This design comes from an exercise in tuning for small area, a short achievable clock period and few clock cycles on the open sky130 flow, not from production work. In this exercise RTL edits were held to simulation tests only and were not proved equivalent to the original.

==> yarrow: inputs <==
==> flow/design.v (excerpt) <==
module vector_lane #(
  parameter int QD  = 4,                      
  parameter bit MM2 = 1'b0                    
) (
  input  logic        clk_i,
  input  logic        resetn_i,
  input  logic        psel_i,
  input  logic        penable_i,
  input  logic        pwrite_i,
  input  logic [7:0]  paddr_i,
  input  logic [31:0] pwdata_i,
  output logic [31:0] prdata_o,
  output logic        pready_o,
  output logic        pslverr_o
);
==> flow/config.mk <==
export PLATFORM = sky130hd
export DESIGN_NAME = vector_lane
export DESIGN_NICKNAME = vector_lane
export VERILOG_FILES = /design/flow/design.v
export SDC_FILE = /design/flow/constraint.sdc
export NUM_CORES = 4
export LEC_CHECK = 0
export CAP_MARGIN = 40
export CELL_PAD_IN_SITES_DETAIL_PLACEMENT = 1
export CELL_PAD_IN_SITES_GLOBAL_PLACEMENT = 2
export CORE_MARGIN = 2
export CORE_UTILIZATION = 50
export CTS_CLUSTER_DIAMETER = 100
export CTS_CLUSTER_SIZE = 20
export PLACE_DENSITY = 0.6
export SLEW_MARGIN = 40
==> flow/constraint.sdc <==
create_clock -name core_clock -period 14.0 [get_ports {clk_i}]
set_input_delay 2.8000 -clock core_clock [delete_from_list [all_inputs] [get_ports {clk_i}]]
set_output_delay 2.8000 -clock core_clock [all_outputs]
set_load 0.01 [all_outputs]
standard.sh (not shown) runs the stock make flow with config.mk's settings and CLKGATE_MAP_FILE= SYNTH_SCRIPT=/design/flow/synth_recipe.tcl, a recipe that flattens the netlist after the stock synthesis.
==> flow/flow/run.sh <==
#!/bin/bash
# The standard layout, with timing repair aimed at a shorter period than the
# clock constraint (the constraint itself is unchanged) over all violating
# endpoints, and the port buffers made of plain buffers rather than the delay
# cells buffer_ports picks.
set -euo pipefail
bash standard.sh SETUP_SLACK_MARGIN=9.6 TNS_END_PERCENT=100 \
  "BUFFER_PORTS_ARGS=-buffer_cell sky130_fd_sc_hd__buf_4" finish > standard_flow.log 2>&1
==> ember (differences from yarrow) <==
CAP_MARGIN = 20   (was 40)
SLEW_MARGIN = 20   (was 40)
==> indigo (differences from yarrow) <==
--- a/flow/flow/run.sh
+++ b/flow/flow/run.sh
@@ -4,5 +4,5 @@
 # endpoints, and the port buffers made of plain buffers rather than the delay
 # cells buffer_ports picks.
 set -euo pipefail
-bash standard.sh SETUP_SLACK_MARGIN=9.6 TNS_END_PERCENT=100 \
+bash standard.sh SETUP_SLACK_MARGIN=10 TNS_END_PERCENT=100 \
   "BUFFER_PORTS_ARGS=-buffer_cell sky130_fd_sc_hd__buf_4" finish > standard_flow.log 2>&1
CAP_MARGIN = 20   (was 40)
SLEW_MARGIN = 20   (was 40)
==> flow_metrics.tcl <==
set metrics [dict create \
    status "finished clean" \
    utilization 0.559 \
    layout.comb_gates.multi_input 7677 \
    r2r_start "esel_q[1]" \
    worstPathMaxFanout 41 \
    wl_met2_mm 291 \
    met1_usage 0.563 \
    grt_pass1_vias 113000 \
    regArea_um2 89100 \
    numCtsBuffers 187 \
]
-- figures above: yarrow

==> flow_metrics.tcl <==
set metrics [dict create \
    regArea_um2 89100 \
    worstPathMaxFanout 41 \
    utilization 0.558 \
    numCtsBuffers 187 \
    r2r_start "esel_q[1]" \
    met1_usage 0.563 \
    status "finished clean" \
    layout.comb_gates.multi_input 7677 \
    wl_met2_mm 294 \
]
-- figures above: ember

==> flow_metrics.tcl <==
set metrics [dict create \
    utilization 0.579 \
    multi_input_area_um2 65200 \
    regArea_um2 89200 \
    numCtsBuffers 189 \
    post-cts-setup-buffer-count 302 \
    met1_usage 0.576 \
    layout.comb_gates.multi_input 7679 \
    wl_met2_mm 297 \
    worstPathMaxFanout 8 \
    status "finished clean" \
    grt_pass1_vias 117000 \
]
-- figures above: indigo

Testbench counts of yarrow, summed over its fixed seeds: cycles 768.
Testbench counts of ember, summed over its fixed seeds: cycles 768.
Testbench counts of indigo, summed over its fixed seeds: cycles 768.

port drivers added, routing unchanged:
How much do the figures lean on ideal ports? The routed layouts below were timed once more, with nothing changed but the port constraints. Step 1 (the two cells are an assumption about what drives the block):
set clk [get_ports {clk_i}]
set_driving_cell -lib_cell sky130_fd_sc_hd__clkbuf_16 $clk
set_driving_cell -lib_cell sky130_fd_sc_hd__buf_2 [delete_from_list [all_inputs] $clk]
Step 2 times the ports against the registers' clock, not the clock port: input delays grow and output delays shrink by t, the midpoint of the rising clock arrivals with the driver on. Three values: no drivers, after step 1, after step 2; two values: the first two.
run	t (ns)	slack for setup (ns)	worst setup path after step 2	latest minus earliest clock arrival (ns)	pins driven straight from the clock port
yarrow	1.052	9.440 / 9.440 / 8.928	input, reset recovery	0.088 / 0.088	1
ember	1.042	9.479 / 9.479 / 8.989	input, reset recovery	0.066 / 0.067	1
indigo	1.039	9.399 / 9.399 / 9.186	input to register	0.074 / 0.074	1
After both steps every run listed still meets setup and hold. For yarrow, which loses most, drivers alone change the setup slack by 0.000 ns; drivers and shift together by -0.512 ns. The worst setup slack also covers recovery checks on asynchronous resets.
